From an optimization exercise on the open Yosys and OpenROAD flow, aimed at small area and a short achievable clock period; shortcuts taken in it are not production practice.
The RTL was checked by simulation tests, not by an equivalence proof against the original design.
The clock port is modelled as an ideal driver; clocking choices that lean on that would not hold on a real chip.
Power figures rest on the tool's default switching activity, not on a simulated workload.

Setup of alpha:
==> flow/design.v (excerpt) <==
module mult_28_pipe #(
    parameter int          LOGQ  = 28,
    parameter int unsigned PRIME = 32'h0FFF_0001,
    parameter int          TAGW  = 8
) (
    input  logic                CLK,
    input  logic                RSTN,
    input  logic                EN,
    input  logic                IN_VALID,
    input  logic [LOGQ-1:0]     A,
    input  logic [LOGQ-1:0]     B,
    input  logic [TAGW-1:0]     IN_TAG,
    output logic                OUT_VALID,
    output logic [2*LOGQ-1:0]   PROD,
    output logic [TAGW-1:0]     OUT_TAG,
    output logic                BUSY,
    output logic                RANGE_ERR
);
Settings: LEC_CHECK=0, ABC_AREA=1, CAP_MARGIN=20, CORE_MARGIN=2, CORE_UTILIZATION=40, SETUP_SLACK_MARGIN=3.4, SLEW_MARGIN=20; clock period 6.5 ns.
standard.sh (not shown) runs the stock make flow with config.mk's settings and CLKGATE_MAP_FILE= SYNTH_SCRIPT=/design/flow/synth_recipe.tcl, a recipe that flattens the netlist after the stock synthesis.
==> flow/flow/run.sh <==
#!/bin/bash
set -euo pipefail
here=$(pwd)
# Modified copy of ORFS's synth.tcl
# The design is flattened only after extract_fa, which runs on the top module
# alone: the final carry-propagate adder (module mult_28_pipe_cpa) stays plain
# logic for ABC instead of ending in full-adder cells.
sed -e 's/synth -top $::env(DESIGN_NAME) -run fine: {\*}$synth_full_args/synth -top $::env(DESIGN_NAME) -run fine: -noabc {*}$synth_full_args/' \
    -e 's/^  synth -flatten -run :fine {\*}$synth_full_args/  synth -run :fine {*}$synth_full_args/' \
    -e 's/^  extract_fa {\*}\[dont_use_extract_fa_args\]$/  extract_fa {*}[dont_use_extract_fa_args] $::env(DESIGN_NAME)\n  flatten/' \
    "$FLOW_HOME/scripts/synth.tcl" > "$here/flow_synth.tcl"
grep -q -- '-run fine: -noabc' "$here/flow_synth.tcl"
grep -q -- '^  synth -run :fine' "$here/flow_synth.tcl"
grep -q -- 'dont_use_extract_fa_args\] $::env(DESIGN_NAME)' "$here/flow_synth.tcl"
# synth_recipe.tcl with the modified synth.tcl in place of ORFS's
sed "s#source \$::env(SCRIPTS_DIR)/synth.tcl#source $here/flow_synth.tcl#" \
    "$here/synth_recipe.tcl" > "$here/flow_synth_recipe.tcl"
grep -q "flow_synth.tcl" "$here/flow_synth_recipe.tcl"
# standard.sh with that synthesis script
sed -e "s#SYNTH_SCRIPT=$here/synth_recipe.tcl#SYNTH_SCRIPT=$here/flow_synth_recipe.tcl#" \
    -e "s#CLKGATE_MAP_FILE= #CLKGATE_MAP_FILE= MATCH_CELL_FOOTPRINT=0 #" \
    "$here/standard.sh" > "$here/flow_standard.sh"
grep -q "flow_synth_recipe.tcl" "$here/flow_standard.sh"
grep -q "MATCH_CELL_FOOTPRINT=0" "$here/flow_standard.sh"
export BUFFER_PORTS_ARGS="-buffer_cell sky130_fd_sc_hd__buf_1"
export CTS_ARGS="-sink_clustering_enable -repair_clock_nets -dont_use_dummy_load -buf_list {sky130_fd_sc_hd__clkbuf_4}"
bash "$here/flow_standard.sh" cts > "$here/flow_make_cts.log" 2>&1
RES="$here/orfs/results/sky130hd/mult_28_pipe/base" PLATFORM_DIR="$FLOW_HOME/platforms/sky130hd" \
SKEW_CELL2=sky130_fd_sc_hd__clkdlybuf4s18_1 SKEW_CELL3=sky130_fd_sc_hd__clkdlybuf4s50_1 \
    openroad -no_init -exit "$here/flow/skew.tcl" > "$here/flow_skew.log" 2>&1
bash "$here/flow_standard.sh" > "$here/flow_make.log" 2>&1
Other scripts of this flow, unchanged in this note and not shown: flow/flow/skew.tcl
Setup changes, alpha to beta
Settings: a change of ABC_AREA from 1 to 0; a change of SETUP_SLACK_MARGIN from 3.4 to 3.3.
-- flow/flow/run.sh --
<<< alpha, line 17
    "$here/synth_recipe.tcl" > "$here/flow_synth_recipe.tcl"
grep -q "flow_synth.tcl" "$here/flow_synth_recipe.tcl"
# standard.sh with that synthesis script
sed -e "s#SYNTH_SCRIPT=$here/synth_recipe.tcl#SYNTH_SCRIPT=$here/flow_synth_recipe.tcl#" \
    -e "s#CLKGATE_MAP_FILE= #CLKGATE_MAP_FILE= MATCH_CELL_FOOTPRINT=0 #" \
    "$here/standard.sh" > "$here/flow_standard.sh"
grep -q "flow_synth_recipe.tcl" "$here/flow_standard.sh"
>>> beta, line 17
    "$here/synth_recipe.tcl" > "$here/flow_synth_recipe.tcl"
grep -q "flow_synth.tcl" "$here/flow_synth_recipe.tcl"
# The platform's don't-use cells plus the weakest gate sizes (*_0, the same
# area as *_1) and the low-power clock inverters.
DONT_USE="sky130_fd_sc_hd__a2111oi_0 sky130_fd_sc_hd__a21boi_0 sky130_fd_sc_hd__and2_0 sky130_fd_sc_hd__o21ai_0 sky130_fd_sc_hd__o311ai_0 sky130_fd_sc_hd__or2_0 sky130_fd_sc_hd__clkinvlp_2 sky130_fd_sc_hd__clkinvlp_4 sky130_fd_sc_hd__probe_p_8 sky130_fd_sc_hd__probec_p_8 sky130_fd_sc_hd__lpflow_bleeder_1 sky130_fd_sc_hd__lpflow_clkbufkapwr_1 sky130_fd_sc_hd__lpflow_clkbufkapwr_16 sky130_fd_sc_hd__lpflow_clkbufkapwr_2 sky130_fd_sc_hd__lpflow_clkbufkapwr_4 sky130_fd_sc_hd__lpflow_clkbufkapwr_8 sky130_fd_sc_hd__lpflow_clkinvkapwr_1 sky130_fd_sc_hd__lpflow_clkinvkapwr_16 sky130_fd_sc_hd__lpflow_clkinvkapwr_2 sky130_fd_sc_hd__lpflow_clkinvkapwr_4 sky130_fd_sc_hd__lpflow_clkinvkapwr_8 sky130_fd_sc_hd__lpflow_decapkapwr_12 sky130_fd_sc_hd__lpflow_decapkapwr_3 sky130_fd_sc_hd__lpflow_decapkapwr_4 sky130_fd_sc_hd__lpflow_decapkapwr_6 sky130_fd_sc_hd__lpflow_decapkapwr_8 sky130_fd_sc_hd__lpflow_inputiso0n_1 sky130_fd_sc_hd__lpflow_inputiso0p_1 sky130_fd_sc_hd__lpflow_inputiso1n_1 sky130_fd_sc_hd__lpflow_inputiso1p_1 sky130_fd_sc_hd__lpflow_inputisolatch_1 sky130_fd_sc_hd__lpflow_isobufsrc_1 sky130_fd_sc_hd__lpflow_isobufsrc_16 sky130_fd_sc_hd__lpflow_isobufsrc_2 sky130_fd_sc_hd__lpflow_isobufsrc_4 sky130_fd_sc_hd__lpflow_isobufsrc_8 sky130_fd_sc_hd__lpflow_isobufsrckapwr_16 sky130_fd_sc_hd__lpflow_lsbuf_lh_hl_isowell_tap_1 sky130_fd_sc_hd__lpflow_lsbuf_lh_hl_isowell_tap_2 sky130_fd_sc_hd__lpflow_lsbuf_lh_hl_isowell_tap_4 sky130_fd_sc_hd__lpflow_lsbuf_lh_isowell_4 sky130_fd_sc_hd__lpflow_lsbuf_lh_isowell_tap_1 sky130_fd_sc_hd__lpflow_lsbuf_lh_isowell_tap_2 sky130_fd_sc_hd__lpflow_lsbuf_lh_isowell_tap_4"
# standard.sh with that synthesis script
sed -e "s#SYNTH_SCRIPT=$here/synth_recipe.tcl#SYNTH_SCRIPT=$here/flow_synth_recipe.tcl#" \
    -e "s#CLKGATE_MAP_FILE= #CLKGATE_MAP_FILE= MATCH_CELL_FOOTPRINT=0 DONT_USE_CELLS='$DONT_USE' #" \
    "$here/standard.sh" > "$here/flow_standard.sh"
grep -q "flow_synth_recipe.tcl" "$here/flow_standard.sh"
==> comparison <==
beta: flow completed, timing, DRC and antenna clean. alpha finished every step from synthesis to the final layout, and the layout passed the timing, DRC and antenna checks. Higher first-pass GRT wire length was reported by alpha, not beta. Post-route clock period utilization in beta is 15 points above alpha. Changes observed in beta relative to alpha: first-pass detailed-route iteration total now smaller, die area now smaller, final worst-path setup slack now smaller. Note that the final instance count without filler cells recorded for alpha amounts to 1.2 times the value seen in beta. Compared with alpha, beta shows share of power burned in the clock network lower by 1.2 points. Effective utilization at floorplan essentially unchanged between beta and alpha. Diff alpha -> beta: depth of the most critical reg-to-reg path went up by 1, required time reported for the critical path endpoint dropped 20 ps, total nets after synthesis -573.
Input changes introduced in gamma (baseline for comparison: beta):
Settings: swapping 0 for 1 in ABC_AREA; swapping 3.3 for 3.25 in SETUP_SLACK_MARGIN.
Findings:
Reported for gamma and beta, count of clock tree sinks turned out identical to the last digit. Clock tree buffer count of the final layout: lower on beta. Worst-case setup margin in the final layout, gamma and beta: larger value in gamma. Sort gamma and beta by data arrival time of the critical path asc -> top: gamma. beta -> gamma: number of nets in the synthesized netlist increased by more than a quarter. Higher ratio of cells with drive above 1 in the final layout goes to beta over gamma. Compared gamma vs beta, and sequential share of cell area is up in gamma. The class of the most critical hold timing path comes out input pin to asynchronous set/reset pin in one run and flop to flop in the other, namely in gamma and beta respectively. The final reports for gamma and beta show fraction of area in multi-input gates lower in the former. Of gamma and beta, beta shows the lower synthesized area, with gamma above it.
Edits applied to the flow inputs when going from gamma to delta:
Settings: PLACE_DENSITY newly set to 0.7; SETUP_SLACK_MARGIN changed from 3.25 to 3.3.
--- outcome ---
Diff gamma..delta | summed instance area of the synthesized netlist | unchanged
Compared delta against gamma; count of non-filler cells in the finished layout within noise.
[compare] base=gamma new=delta: met2 wire length up 2.6%, highest achievable clock rate higher, all-layer global routing usage higher, final-layout setup total negative slack level.
delta vs gamma: worst setup slack after layout up in delta
From gamma to delta the numbers moved as follows: area of all placed cells without fillers barely changed, synthesis-to-layout area growth dropped 0.21 points.
Sequential share of cell area of gamma is on par with delta.


Another version of the RTL of mult_28_pipe (not shown whole).
Size: roughly 320 flip-flops.
==> flow/config.mk <==
export PLATFORM = sky130hd
export DESIGN_NAME = mult_28_pipe
export DESIGN_NICKNAME = mult_28_pipe
export VERILOG_FILES = /design/flow/design.v
export SDC_FILE = /design/flow/constraint.sdc
export NUM_CORES = 4
export LEC_CHECK = 0
export ABC_AREA = 1
export CAP_MARGIN = 20
export CORE_MARGIN = 2
export CORE_UTILIZATION = 40
export SETUP_SLACK_MARGIN = 3.25
export SLEW_MARGIN = 20
==> flow/constraint.sdc <==
create_clock -name core_clock -period 6.5 [get_ports {CLK}]
set_input_delay 1.3000 -clock core_clock [delete_from_list [all_inputs] [get_ports {CLK}]]
set_output_delay 1.3000 -clock core_clock [all_outputs]
set_load 0.01 [all_outputs]
==> flow/flow/run.sh <==
#!/bin/bash
set -euo pipefail
here=$(pwd)
# Modified copy of ORFS's synth.tcl
sed 's/synth -top $::env(DESIGN_NAME) -run fine: {\*}$synth_full_args/synth -top $::env(DESIGN_NAME) -run fine: -noabc {*}$synth_full_args/' \
    "$FLOW_HOME/scripts/synth.tcl" > "$here/flow_synth.tcl"
grep -q -- '-run fine: -noabc' "$here/flow_synth.tcl"
# synth_recipe.tcl with the modified synth.tcl in place of ORFS's
sed "s#source \$::env(SCRIPTS_DIR)/synth.tcl#source $here/flow_synth.tcl#" \
    "$here/synth_recipe.tcl" > "$here/flow_synth_recipe.tcl"
grep -q "flow_synth.tcl" "$here/flow_synth_recipe.tcl"
# standard.sh with that synthesis script
sed -e "s#SYNTH_SCRIPT=$here/synth_recipe.tcl#SYNTH_SCRIPT=$here/flow_synth_recipe.tcl#" \
    -e "s#CLKGATE_MAP_FILE= #CLKGATE_MAP_FILE= MATCH_CELL_FOOTPRINT=0 #" \
    "$here/standard.sh" > "$here/flow_standard.sh"
grep -q "flow_synth_recipe.tcl" "$here/flow_standard.sh"
grep -q "MATCH_CELL_FOOTPRINT=0" "$here/flow_standard.sh"
export BUFFER_PORTS_ARGS="-buffer_cell sky130_fd_sc_hd__buf_1"
export CTS_ARGS="-sink_clustering_enable -repair_clock_nets -dont_use_dummy_load -buf_list {sky130_fd_sc_hd__clkbuf_4}"
bash "$here/flow_standard.sh" cts > "$here/flow_make_cts.log" 2>&1
RES="$here/orfs/results/sky130hd/mult_28_pipe/base" PLATFORM_DIR="$FLOW_HOME/platforms/sky130hd" \
SKEW_CELL2=sky130_fd_sc_hd__clkdlybuf4s18_1 SKEW_CELL3=sky130_fd_sc_hd__clkdlybuf4s50_1 \
    openroad -no_init -exit "$here/flow/skew.tcl" > "$here/flow_skew.log" 2>&1
bash "$here/flow_standard.sh" > "$here/flow_make.log" 2>&1
==> flow/flow/skew.tcl <==
set R $::env(RES)
set P $::env(PLATFORM_DIR)
read_lef $P/lef/sky130_fd_sc_hd.tlef
read_lef $P/lef/sky130_fd_sc_hd_merged.lef
read_liberty $P/lib/sky130_fd_sc_hd__tt_025C_1v80.lib
read_db $R/4_cts.odb
read_sdc $R/4_cts.sdc
source $P/setRC.tcl
set_propagated_clock [all_clocks]
estimate_parasitics -placement
report_worst_slack -max
set block [ord::get_db_block]
set groups [list [list r2_q $::env(SKEW_CELL2)] [list r_p3 $::env(SKEW_CELL3)]]
set n 0
set leafnets {}
foreach net [$block getNets] {
  if {[$net getSigType] ne "CLOCK"} continue
  lappend leafnets [$net getName]
}
# Per leaf clock net and per group: if the group owns every sink of the net,
# the delay cell goes on the input of the net's leaf buffer (the leaf buffer
# still drives the sinks); otherwise the group's sinks get a clkbuf_4 of their
# own, with the delay cell on its input.
foreach nname $leafnets {
  set allpins {}
  foreach pin [get_pins -quiet -of_objects [get_nets $nname]] {
    if {[get_property $pin direction] eq "input"} { lappend allpins $pin }
  }
  set drvpin ""
  foreach pin [get_pins -quiet -of_objects [get_nets $nname]] {
    if {[get_property $pin direction] eq "output"} { set drvpin $pin }
  }
  if {$drvpin eq ""} continue
  foreach g $groups {
    lassign $g prefix cell
    if {$cell eq "none"} continue
    set pins {}
    set xs 0.0; set ys 0.0
    foreach pin $allpins {
      set pname [get_full_name $pin]
      if {[string first $prefix $pname] == 0 && [string match "*/CLK" $pname]} {
        lappend pins $pin
        set loc [sta::pin_location $pin]
        set xs [expr {$xs + 1e6 * [lindex $loc 0]}]; set ys [expr {$ys + 1e6 * [lindex $loc 1]}]
      }
    }
    if {[llength $pins] == 0} continue
    set k [llength $pins]
    set x [expr {$xs / $k}]; set y [expr {$ys / $k}]
    if {$k == [llength $allpins]} {
      # the leaf buffer's input
      set lb [get_full_name [get_cells -of_objects $drvpin]]
      set lbin [get_pins $lb/A]
      set loc [sta::pin_location $lbin]
      set innet [get_full_name [get_nets -of_objects $lbin]]
      insert_buffer -buffer_cell $cell -net $innet -load_pins [list $lbin] -location [list [expr {1e6*[lindex $loc 0]}] [expr {1e6*[lindex $loc 1]}]] -buffer_name skew_${prefix}_$n
    } else {
      insert_buffer -buffer_cell sky130_fd_sc_hd__clkbuf_4 -net $nname -load_pins $pins -location [list $x $y] -buffer_name skewb_${prefix}_$n
      set bin [get_pins skewb_${prefix}_$n/A]
      insert_buffer -buffer_cell $cell -net $nname -load_pins [list $bin] -location [list $x $y] -buffer_name skew_${prefix}_$n
    }
    incr n
  }
}
puts "skew buffers inserted: $n"
# new nets carry the clock
foreach net [$block getNets] {
  set drv [$net getFirstOutput]
  if {$drv ne "NULL" && $drv ne "" && [string match "skew_*" [[$drv getInst] getName]]} { $net setSigType CLOCK }
}
detailed_placement
check_placement
estimate_parasitics -placement
report_worst_slack -max
report_worst_slack -min
write_db $R/4_cts.odb
The first run completed without violations.
Edit:
--- a/flow/flow/run.sh
+++ b/flow/flow/run.sh
@@ -22 +22 @@
-SKEW_CELL2=sky130_fd_sc_hd__clkdlybuf4s18_1 SKEW_CELL3=sky130_fd_sc_hd__clkdlybuf4s50_1 \
+SKEW_CELL2=sky130_fd_sc_hd__clkdlybuf4s25_1 SKEW_CELL3=sky130_fd_sc_hd__clkdlybuf4s50_1 \
Settings changed: SETUP_SLACK_MARGIN 3.25 to 3.0.
Effect:
- The changed run produced a clean layout
- worst setup slack loses 0.18 ns
- global-route usage fell by 1.2 points
- die area is unchanged
- maximum frequency fell by 5.2%
- clock-buffer cell count rose by 6
- core utilization fell by 2.7 points
Edit:
--- a/flow/flow/run.sh
+++ b/flow/flow/run.sh
@@ -19 +19 @@
-export CTS_ARGS="-sink_clustering_enable -repair_clock_nets -dont_use_dummy_load -buf_list {sky130_fd_sc_hd__clkbuf_4}"
+export CTS_ARGS="-sink_clustering_enable -repair_clock_nets -dont_use_dummy_load -buf_list {sky130_fd_sc_hd__clkbuf_8}"
@@ -22 +22 @@
-SKEW_CELL2=sky130_fd_sc_hd__clkdlybuf4s25_1 SKEW_CELL3=sky130_fd_sc_hd__clkdlybuf4s50_1 \
+SKEW_CELL2=sky130_fd_sc_hd__clkdlybuf4s18_1 SKEW_CELL3=sky130_fd_sc_hd__clkdlybuf4s50_1 \
Settings changed: SETUP_SLACK_MARGIN 3.0 to 3.25.
The new run completed with no timing, DRC or antenna violations.
Routed wire length rose by 4.3%.
Area after synthesis is unchanged.
Design area rose by 6.9%.
Clock-buffer cell count fell by 53.
Global-route usage rose by 1.0 points.
Synthesized cell count does not change.
Total power rose by 12%.
Clock skew fell by 0.057 ns.
Final cell count rose by 1.5%.
Worst setup slack improved by 0.12 ns.
Edit:
--- a/flow/flow/run.sh
+++ b/flow/flow/run.sh
@@ -19 +19 @@
-export CTS_ARGS="-sink_clustering_enable -repair_clock_nets -dont_use_dummy_load -buf_list {sky130_fd_sc_hd__clkbuf_8}"
+export CTS_ARGS="-sink_clustering_enable -repair_clock_nets -dont_use_dummy_load -buf_list {sky130_fd_sc_hd__clkbuf_4}"
Settings changed: SETUP_SLACK_MARGIN 3.25 to 3.0.
What happened: Non-clock buffer count decreases by 104. Setup slack loses 0.15 ns. Routed wire length goes down by 4.3%. Register-to-register slack degrades by 0.15 ns. Die area is unchanged. Final cell count shrinks by 1.5%. Total power drops by 12%.

[what the ideal ports hide]
How much do the figures lean on ideal ports? The routed layouts below were timed once more, with nothing changed but the port constraints. Step 1 (the two cells are an assumption about what drives the block):
set clk [get_ports {CLK}]
set_driving_cell -lib_cell sky130_fd_sc_hd__clkbuf_16 $clk
set_driving_cell -lib_cell sky130_fd_sc_hd__buf_2 [delete_from_list [all_inputs] $clk]
Step 2, shift: input delay + t, output delay - t, t = (earliest + latest rising clock arrival at the registers) / 2. This alone moves slack from input paths to output paths. a / b / c = ideal / step 1 / step 2; a / b = the first two.
run | t, ns | setup slack, ns | latest minus earliest clock arrival (ns)
alpha | 1.117 | 3.306 / 3.306 / 2.805 | 0.541 / 0.541
beta | 1.097 | 2.351 / 2.351 / 2.351 | 0.583 / 0.583
gamma | 1.097 | 3.300 / 3.300 / 2.979 | 0.543 / 0.543
delta | 1.098 | 3.321 / 3.321 / 2.970 | 0.514 / 0.513
the first run of note 2 | 1.115 | 3.219 / 3.219 / 2.364 | 0.576 / 0.576
the second run of note 2 | 1.127 | 3.040 / 3.040 / 2.360 | 0.530 / 0.530
the third run of note 2 | 0.910 | 3.156 / 3.156 / 2.570 | 0.504 / 0.503
the fourth run of note 2 | 1.119 | 3.006 / 3.006 / 2.340 | 0.532 / 0.532
Clock arrivals are far apart in every run listed, so t is only a midpoint there and step 2 fits no single register. The setup slack of the first run of note 2, which loses most, moves by 0.000 ns with the drivers and by -0.855 ns with both steps.
